What follows belongs to an exercise in optimizing a design on an open flow for small area, a short achievable clock period and few clock cycles per item; a production flow would make more cautious choices.

==> juniper: inputs <==
// isr_core
module isr_core #(
    parameter  int DATA_WID = isr_pkg::DATA_WID,
    localparam int ROOT_WID = DATA_WID / 2,
    localparam int RES_WID  = ROOT_WID + 3
) (
    input  logic                clk,
    input  logic                rst,
    input  logic [DATA_WID-1:0] a,
    input  logic                clken,
    input  logic                calcen,
    output logic                busy,
    output logic                done,
    output logic [ROOT_WID-1:0] root,
    output logic [ROOT_WID:0]   rem
);
clock: 5.0 ns
lec_check: 0
cap_margin: 20
core_margin: 2
core_utilization: 40
setup_slack_margin: 0.8
slew_margin: 20
tns_end_percent: 5
standard.sh (not shown) runs the stock make flow with config.mk's settings and CLKGATE_MAP_FILE= SYNTH_SCRIPT=/design/flow/synth_recipe.tcl, a recipe that flattens the netlist after the stock synthesis.
==> flow/flow/run.sh <==
#!/bin/bash
# The standard layout (the standard.sh, all steps) with two options
# changed: no full/half-adder extraction in synthesis (ADDER_MAP_FILE empty),
# so ABC maps adders as plain gates, and the port buffers that placement
# inserts on every input and output are the small buf_1 (the resizer still
# sizes them as timing needs). Registers are untouched by either.
set -euo pipefail
bash standard.sh ADDER_MAP_FILE= "BUFFER_PORTS_ARGS=-buffer_cell sky130_fd_sc_hd__buf_1" finish > standard_make.log 2>&1
==> indigo: changes against juniper <==
--- a/flow/design.v
+++ b/flow/design.v
@@ -67,16 +67,18 @@
         yc_a = {(a2_a[T-1:0] & b2_a[T-1:0]) | (a2_a[T-1:0] & op_a[T-1:0]) |
                 (b2_a[T-1:0] & op_a[T-1:0]), pos_a};
         q_a  = (neg_a ? qm : q)  | ({ROOT_WID{pos_a || neg_a}} & u_a[ROOT_WID-1:0]);
         qm_a = (pos_a ? q  : qm) | ({ROOT_WID{zer_a}} & u_a[ROOT_WID-1:0]);
         sb_pos  = sel_after(a2_a[T -: 6], b2_a[T -: 6], ~fp_a[T -: 6]);
         sb_neg  = sel_after(a2_a[T -: 6], b2_a[T -: 6], fn_a[T -: 6]);
         sb_zero = sel_after(a2_a[T -: 6], b2_a[T -: 6], 6'd0);
-        pos_b = (pos_a & sb_pos[1]) | (neg_a & sb_neg[1]) | (zer_a & sb_zero[1]);
-        neg_b = (pos_a & sb_pos[0]) | (neg_a & sb_neg[0]) | (zer_a & sb_zero[0]);
+        if (hold)       {pos_b, neg_b} = 2'b00;
+        else if (pos_a) {pos_b, neg_b} = sb_pos;
+        else if (neg_a) {pos_b, neg_b} = sb_neg;
+        else            {pos_b, neg_b} = sb_zero;
         zer_b = !hold && !pos_b && !neg_b;
         a2_b = {ys_a[T-1:0], pin[0]};
         b2_b = {yc_a[T-1:0], 1'b0};
         fp_b = {2'b00, q_a,  1'b0} | u_b;
         fn_b = {2'b00, qm_a, 1'b0} | u_a | u_b;
         op_b = ({RES_WID{pos_b}} & ~fp_b) | ({RES_WID{neg_b}} & fn_b);
         ys_next = a2_b ^ b2_b ^ op_b;
@@ -110,84 +112,29 @@
 );
     localparam int NBLK = (WID + BLK - 1) / BLK;
     logic [NBLK:0] cin;      
     assign cin[0] = 1'b0;
     for (genvar b = 0; b < NBLK; b++) begin : g_blk
         localparam int LO = b * BLK;
         localparam int W  = (LO + BLK <= WID) ? BLK : WID - LO;
-        logic         co;
-        logic [W-1:0] lower_ones;    
-        isr_bkadd #(
-            .WID (W)
-        ) u_add (
-            .x    (x[LO +: W]),
-            .y    (y[LO +: W]),
-            .s    (blk_sum[LO +: W]),
-            .cout (co)
-        );
+        logic [W:0] s;
+        assign s = {1'b0, x[LO +: W]} + {1'b0, y[LO +: W]};
+        assign blk_sum[LO +: W] = s[W-1:0];
         if (LO + W < WID) begin : g_cy
-            assign blk_cy[LO + W] = co;
-            if (W > 1) begin : g_z
-                assign blk_cy[LO + W - 1 -: W - 1] = '0;
-            end
+            assign blk_cy[LO + W] = s[W];
+            assign blk_cy[LO + W - 1 -: W - 1] = '0;
             assign cin[b+1] = y[LO + W] | (cin[b] & (&x[LO +: W]));
         end else begin : g_top
-            if (W > 1) begin : g_z
-                assign blk_cy[WID-1 -: W - 1] = '0;
-            end
+            assign blk_cy[WID-1 -: W - 1] = '0;
             assign cin[b+1] = 1'b0;
         end
-        assign lower_ones[0] = 1'b1;
-        for (genvar i = 1; i < W; i++) begin : g_ones
-            assign lower_ones[i] = &x[LO +: i];
-        end
-        assign prop[LO +: W] = x[LO +: W] ^ ({W{cin[b]}} & lower_ones);
+        assign prop[LO +: W] = x[LO +: W] + W'(cin[b]);
     end
     assign blk_cy[0] = 1'b0;
 endmodule
-module isr_bkadd #(
-    parameter int WID = 16
-) (
-    input  logic [WID-1:0] x,
-    input  logic [WID-1:0] y,
-    output logic [WID-1:0] s,
-    output logic           cout
-);
-    localparam int LV = (WID < 2) ? 1 : $clog2(WID);
-    localparam int N  = 1 << LV;
-    localparam int NS = 2 * LV;          
-    logic [N-1:0] g0;
-    logic [N-1:0] p0;
-    assign g0 = N'(x & y);
-    assign p0 = N'(x ^ y);
-    for (genvar st = 1; st < NS; st++) begin : g_stage
-        localparam int L  = (st <= LV) ? st - 1 : 2 * LV - 1 - st;
-        localparam bit UP = (st <= LV);
-        logic [N-1:0] gi, pi, go, po;
-        if (st == 1) begin : g_first
-            assign gi = g0;
-            assign pi = p0;
-        end else begin : g_next
-            assign gi = g_stage[st-1].go;
-            assign pi = g_stage[st-1].po;
-        end
-        for (genvar i = 0; i < N; i++) begin : g_bit
-            if (( UP && (i + 1) % (2 << L) == 0) ||
-                (!UP && (i + 1) % (2 << L) == (1 << L) && i >= (2 << L))) begin : g_op
-                assign go[i] = gi[i] | (pi[i] & gi[i-(1<<L)]);
-                assign po[i] = pi[i] & pi[i-(1<<L)];
-            end else begin : g_pass
-                assign go[i] = gi[i];
-                assign po[i] = pi[i];
-            end
-        end
-    end
-    assign s    = x ^ y ^ {g_stage[NS-1].go[WID-2:0], 1'b0};
-    assign cout = g_stage[NS-1].go[WID-1];
-endmodule
 module isr_core #(
     parameter  int DATA_WID = isr_pkg::DATA_WID,
     localparam int ROOT_WID = DATA_WID / 2,
     localparam int RES_WID  = ROOT_WID + 3
 ) (
     input  logic                clk,
     input  logic                rst,
@@ -210,16 +157,14 @@
     logic                add1;       
     logic                add2;       
     logic                fix;        
     logic                denorm;
     logic                skip;       
     logic                skip_half;
     logic [6:0]          cnt;
-    logic [7:0]          cnt_lo;     
-    logic [15:0]         cnt_hi;     
     logic                at0;        
     logic                at1;        
     logic [5:0]          nsh;
     logic                calcen_d;
     logic                done_seen;
     logic                armed;
     logic                idle;
@@ -238,15 +183,15 @@
     always_comb begin
         for (int i = 0; i < RES_WID; i++) begin
             if (i == ROOT_WID)
                 mark[i] = at0;
             else if (i == ROOT_WID - 2)
                 mark[i] = at1;
             else if (i % 2 == 0 && i < ROOT_WID)
-                mark[i] = cnt_lo[((ROOT_WID - i) / 2) % 8] && cnt_hi[((ROOT_WID - i) / 2) / 8];
+                mark[i] = (cnt == 7'((ROOT_WID - i) / 2));
             else
                 mark[i] = 1'b0;
         end
     end
     isr_assim #(
         .WID (RES_WID),
         .BLK (BLK)
@@ -311,15 +256,15 @@
         root_other = root;
         if (start) begin
             ys_other   = {{(RES_WID-ROOT_WID){1'b0}}, a[DATA_WID-1:ROOT_WID]};
             root_other = '0;
         end
         if (add1) ys_other = blk_sum;
         if (add2) ys_other = prop;
-        if (add1 && fix) root_other = qm;     
+        if (add1 && fix) root_other = yc[ROOT_WID:1] & ~mark[ROOT_WID:1];
         if (denorm) begin
             ys_other   = ys >> 2;
             root_other = root >> 2;
         end
         ys_nx   = run ? ys_b : ys_other;
         root_nx = run ? q_b  : root_other;
     end
@@ -331,16 +276,14 @@
             add1      <= 1'b0;
             add2      <= 1'b0;
             fix       <= 1'b0;
             denorm    <= 1'b0;
             skip      <= 1'b0;
             skip_half <= 1'b0;
             cnt       <= '0;
-            cnt_lo    <= '0;
-            cnt_hi    <= '0;
             at0       <= 1'b0;
             at1       <= 1'b0;
             nsh       <= '0;
             calcen_d  <= 1'b0;
             done_seen <= 1'b0;
             armed     <= 1'b0;
             busy      <= 1'b0;
@@ -352,16 +295,14 @@
             armed    <= 1'b1;
             done     <= 1'b0;
             if (done) done_seen <= 1'b1;
             if (!busy) begin
                 skip      <= 1'b0;
                 skip_half <= 1'b0;
                 cnt       <= '0;
-                cnt_lo    <= 8'd1;
-                cnt_hi    <= 16'd1;
                 at0       <= 1'b1;
                 at1       <= 1'b0;
                 nsh       <= '0;
                 fix       <= 1'b0;
             end
             if (idle) begin
                 if (clken) done_seen <= 1'b0;
@@ -375,17 +316,15 @@
                 if (skip) begin
                     skip_half <= !skip_half;
                     if (skip_half) begin
                         nsh  <= nsh + 1'b1;
                         skip <= ys[ROOT_WID-3 -: 4] == 4'd0 && nsh != 6'h3e;
                     end
                 end else begin
-                    cnt    <= cnt + 1'b1;
-                    cnt_lo <= {cnt_lo[6:0], cnt_lo[7]};
-                    if (cnt_lo[7]) cnt_hi <= {cnt_hi[14:0], cnt_hi[15]};
+                    cnt  <= cnt + 1'b1;
                     at0  <= 1'b0;
                     at1  <= at0;
                     if (last) begin
                         run  <= 1'b0;
                         add1 <= 1'b1;
                     end
                 end
==> flow/flow/run.sh (replaced) <==
#!/bin/bash
# The standard layout (the standard.sh, all steps), with one synthesis
# option changed: no full/half-adder extraction (ADDER_MAP_FILE empty), so
# ABC maps the carry-save adders and the digit-selection logic as plain
# gates and can optimise across them. Registers are untouched by that step.
set -euo pipefail
bash standard.sh ADDER_MAP_FILE= finish > standard_make.log 2>&1
SETUP_SLACK_MARGIN = 1.5   (was 0.8)
TNS_END_PERCENT = default   (was 5)
==> raven: changes against juniper <==
--- a/flow/design.v
+++ b/flow/design.v
@@ -67,16 +67,18 @@
         yc_a = {(a2_a[T-1:0] & b2_a[T-1:0]) | (a2_a[T-1:0] & op_a[T-1:0]) |
                 (b2_a[T-1:0] & op_a[T-1:0]), pos_a};
         q_a  = (neg_a ? qm : q)  | ({ROOT_WID{pos_a || neg_a}} & u_a[ROOT_WID-1:0]);
         qm_a = (pos_a ? q  : qm) | ({ROOT_WID{zer_a}} & u_a[ROOT_WID-1:0]);
         sb_pos  = sel_after(a2_a[T -: 6], b2_a[T -: 6], ~fp_a[T -: 6]);
         sb_neg  = sel_after(a2_a[T -: 6], b2_a[T -: 6], fn_a[T -: 6]);
         sb_zero = sel_after(a2_a[T -: 6], b2_a[T -: 6], 6'd0);
-        pos_b = (pos_a & sb_pos[1]) | (neg_a & sb_neg[1]) | (zer_a & sb_zero[1]);
-        neg_b = (pos_a & sb_pos[0]) | (neg_a & sb_neg[0]) | (zer_a & sb_zero[0]);
+        if (hold)       {pos_b, neg_b} = 2'b00;
+        else if (pos_a) {pos_b, neg_b} = sb_pos;
+        else if (neg_a) {pos_b, neg_b} = sb_neg;
+        else            {pos_b, neg_b} = sb_zero;
         zer_b = !hold && !pos_b && !neg_b;
         a2_b = {ys_a[T-1:0], pin[0]};
         b2_b = {yc_a[T-1:0], 1'b0};
         fp_b = {2'b00, q_a,  1'b0} | u_b;
         fn_b = {2'b00, qm_a, 1'b0} | u_a | u_b;
         op_b = ({RES_WID{pos_b}} & ~fp_b) | ({RES_WID{neg_b}} & fn_b);
         ys_next = a2_b ^ b2_b ^ op_b;
@@ -110,84 +112,29 @@
 );
     localparam int NBLK = (WID + BLK - 1) / BLK;
     logic [NBLK:0] cin;      
     assign cin[0] = 1'b0;
     for (genvar b = 0; b < NBLK; b++) begin : g_blk
         localparam int LO = b * BLK;
         localparam int W  = (LO + BLK <= WID) ? BLK : WID - LO;
-        logic         co;
-        logic [W-1:0] lower_ones;    
-        isr_bkadd #(
-            .WID (W)
-        ) u_add (
-            .x    (x[LO +: W]),
-            .y    (y[LO +: W]),
-            .s    (blk_sum[LO +: W]),
-            .cout (co)
-        );
+        logic [W:0] s;
+        assign s = {1'b0, x[LO +: W]} + {1'b0, y[LO +: W]};
+        assign blk_sum[LO +: W] = s[W-1:0];
         if (LO + W < WID) begin : g_cy
-            assign blk_cy[LO + W] = co;
-            if (W > 1) begin : g_z
-                assign blk_cy[LO + W - 1 -: W - 1] = '0;
-            end
+            assign blk_cy[LO + W] = s[W];
+            assign blk_cy[LO + W - 1 -: W - 1] = '0;
             assign cin[b+1] = y[LO + W] | (cin[b] & (&x[LO +: W]));
         end else begin : g_top
-            if (W > 1) begin : g_z
-                assign blk_cy[WID-1 -: W - 1] = '0;
-            end
+            assign blk_cy[WID-1 -: W - 1] = '0;
             assign cin[b+1] = 1'b0;
         end
-        assign lower_ones[0] = 1'b1;
-        for (genvar i = 1; i < W; i++) begin : g_ones
-            assign lower_ones[i] = &x[LO +: i];
-        end
-        assign prop[LO +: W] = x[LO +: W] ^ ({W{cin[b]}} & lower_ones);
+        assign prop[LO +: W] = x[LO +: W] + W'(cin[b]);
     end
     assign blk_cy[0] = 1'b0;
 endmodule
-module isr_bkadd #(
-    parameter int WID = 16
-) (
-    input  logic [WID-1:0] x,
-    input  logic [WID-1:0] y,
-    output logic [WID-1:0] s,
-    output logic           cout
-);
-    localparam int LV = (WID < 2) ? 1 : $clog2(WID);
-    localparam int N  = 1 << LV;
-    localparam int NS = 2 * LV;          
-    logic [N-1:0] g0;
-    logic [N-1:0] p0;
-    assign g0 = N'(x & y);
-    assign p0 = N'(x ^ y);
-    for (genvar st = 1; st < NS; st++) begin : g_stage
-        localparam int L  = (st <= LV) ? st - 1 : 2 * LV - 1 - st;
-        localparam bit UP = (st <= LV);
-        logic [N-1:0] gi, pi, go, po;
-        if (st == 1) begin : g_first
-            assign gi = g0;
-            assign pi = p0;
-        end else begin : g_next
-            assign gi = g_stage[st-1].go;
-            assign pi = g_stage[st-1].po;
-        end
-        for (genvar i = 0; i < N; i++) begin : g_bit
-            if (( UP && (i + 1) % (2 << L) == 0) ||
-                (!UP && (i + 1) % (2 << L) == (1 << L) && i >= (2 << L))) begin : g_op
-                assign go[i] = gi[i] | (pi[i] & gi[i-(1<<L)]);
-                assign po[i] = pi[i] & pi[i-(1<<L)];
-            end else begin : g_pass
-                assign go[i] = gi[i];
-                assign po[i] = pi[i];
-            end
-        end
-    end
-    assign s    = x ^ y ^ {g_stage[NS-1].go[WID-2:0], 1'b0};
-    assign cout = g_stage[NS-1].go[WID-1];
-endmodule
 module isr_core #(
     parameter  int DATA_WID = isr_pkg::DATA_WID,
     localparam int ROOT_WID = DATA_WID / 2,
     localparam int RES_WID  = ROOT_WID + 3
 ) (
     input  logic                clk,
     input  logic                rst,
@@ -210,16 +157,14 @@
     logic                add1;       
     logic                add2;       
     logic                fix;        
     logic                denorm;
     logic                skip;       
     logic                skip_half;
     logic [6:0]          cnt;
-    logic [7:0]          cnt_lo;     
-    logic [15:0]         cnt_hi;     
     logic                at0;        
     logic                at1;        
     logic [5:0]          nsh;
     logic                calcen_d;
     logic                done_seen;
     logic                armed;
     logic                idle;
@@ -238,15 +183,15 @@
     always_comb begin
         for (int i = 0; i < RES_WID; i++) begin
             if (i == ROOT_WID)
                 mark[i] = at0;
             else if (i == ROOT_WID - 2)
                 mark[i] = at1;
             else if (i % 2 == 0 && i < ROOT_WID)
-                mark[i] = cnt_lo[((ROOT_WID - i) / 2) % 8] && cnt_hi[((ROOT_WID - i) / 2) / 8];
+                mark[i] = (cnt == 7'((ROOT_WID - i) / 2));
             else
                 mark[i] = 1'b0;
         end
     end
     isr_assim #(
         .WID (RES_WID),
         .BLK (BLK)
@@ -311,15 +256,15 @@
         root_other = root;
         if (start) begin
             ys_other   = {{(RES_WID-ROOT_WID){1'b0}}, a[DATA_WID-1:ROOT_WID]};
             root_other = '0;
         end
         if (add1) ys_other = blk_sum;
         if (add2) ys_other = prop;
-        if (add1 && fix) root_other = qm;     
+        if (add1 && fix) root_other = yc[ROOT_WID:1] & ~mark[ROOT_WID:1];
         if (denorm) begin
             ys_other   = ys >> 2;
             root_other = root >> 2;
         end
         ys_nx   = run ? ys_b : ys_other;
         root_nx = run ? q_b  : root_other;
     end
@@ -331,16 +276,14 @@
             add1      <= 1'b0;
             add2      <= 1'b0;
             fix       <= 1'b0;
             denorm    <= 1'b0;
             skip      <= 1'b0;
             skip_half <= 1'b0;
             cnt       <= '0;
-            cnt_lo    <= '0;
-            cnt_hi    <= '0;
             at0       <= 1'b0;
             at1       <= 1'b0;
             nsh       <= '0;
             calcen_d  <= 1'b0;
             done_seen <= 1'b0;
             armed     <= 1'b0;
             busy      <= 1'b0;
@@ -352,16 +295,14 @@
             armed    <= 1'b1;
             done     <= 1'b0;
             if (done) done_seen <= 1'b1;
             if (!busy) begin
                 skip      <= 1'b0;
                 skip_half <= 1'b0;
                 cnt       <= '0;
-                cnt_lo    <= 8'd1;
-                cnt_hi    <= 16'd1;
                 at0       <= 1'b1;
                 at1       <= 1'b0;
                 nsh       <= '0;
                 fix       <= 1'b0;
             end
             if (idle) begin
                 if (clken) done_seen <= 1'b0;
@@ -375,17 +316,15 @@
                 if (skip) begin
                     skip_half <= !skip_half;
                     if (skip_half) begin
                         nsh  <= nsh + 1'b1;
                         skip <= ys[ROOT_WID-3 -: 4] == 4'd0 && nsh != 6'h3e;
                     end
                 end else begin
-                    cnt    <= cnt + 1'b1;
-                    cnt_lo <= {cnt_lo[6:0], cnt_lo[7]};
-                    if (cnt_lo[7]) cnt_hi <= {cnt_hi[14:0], cnt_hi[15]};
+                    cnt  <= cnt + 1'b1;
                     at0  <= 1'b0;
                     at1  <= at0;
                     if (last) begin
                         run  <= 1'b0;
                         add1 <= 1'b1;
                     end
                 end
==> flow/flow/run.sh (replaced) <==
#!/bin/bash
# The standard layout (the standard.sh, all steps), with one synthesis
# option changed: no full/half-adder extraction (ADDER_MAP_FILE empty), so
# ABC maps the carry-save adders and the digit-selection logic as plain
# gates and can optimise across them. Registers are untouched by that step.
set -euo pipefail
bash standard.sh ADDER_MAP_FILE= finish > standard_make.log 2>&1
TNS_END_PERCENT = default   (was 5)
==> summary of the runs <==
raven passed the timing, DRC and antenna checks. juniper passed the timing, DRC and antenna checks. indigo finished clean.
Via count: juniper < raven < indigo.
First-iteration DRC count, lowest first: raven, juniper, indigo.
Of juniper and indigo, juniper has the higher critical path depth (gap 2).
The highest setup slack belongs to indigo, the lowest to juniper.
In juniper the cell area is smaller than in raven, by 4.2%.
==> figures <==
| quantity | raven | juniper | indigo |
|---|---|---|---|
| Run status | finished clean | finished clean | finished clean |
| Proportion of cell area occupied by registers | 23.3% | 25.2% | 19.8% |
| Number of clock buffer instances in the layout | 130 | 138 | 131 |
| GR met2 Demand/Resource | 53.8% | 50.3% | 54.8% |
| Gp weighted congestion | 0.988 | 0.939 | 0.953 |
| Global routing met3 resource utilization | 11.0% | 11.5% | 13.2% |
| Proportion of synthesized chip area in sequential cells | 27.1% | 28.7% | 27.1% |
| Layout sequential cell count | 675 | 698 | 675 |
| Initial core utilization | 40.2% | 40.4% | 40.2% |
| WP depth | 13 | 13 | 11 |
| Async S/R FF share, synth | 42.4% | 44.3% | 42.4% |
| Number of vias per cell after detailed routing | 6.57 | 6.50 | 6.83 |
| R2r worst-path depth | 13 | 13 | 11 |
| Shortest clock period the worst path allows after layout | 4.14 ns | 4.24 ns | 3.98 ns |
No functional check of the RTL was part of any run of this note.

## afterwards: timing with drivers on the ports
How much do the figures lean on ideal ports? The routed layouts below were timed once more, with nothing changed but the port constraints. Step 1, drivers: a clkbuf_16 drives clk and a buf_2 each remaining input, both assumed. Step 2 moves the port delays by t, midway between the first and last clock arrival at a register: inputs arrive t later, outputs are due t later. That takes back most of the time a late clock gives input paths. Three values: ideal, step 1, step 2; two values: the first two.
run | t (ns) | setup slack, ns | worst setup path after step 2 | worst register clock-pin slew, ns | cell pins on the clock port's net
juniper | 0.792 | 0.755 / 0.755 / 0.755 | register to register | 0.07 / 0.07 | 1
indigo | 0.827 | 1.017 / 1.017 / 0.769 | input to register | 0.07 / 0.07 | 1
raven | 0.807 | 0.864 / 0.864 / 0.864 | register to register | 0.06 / 0.06 | 1
After both steps setup and hold are still met in every run listed. For indigo, which loses most, drivers alone change the setup slack by 0.000 ns; drivers and shift together by -0.248 ns.
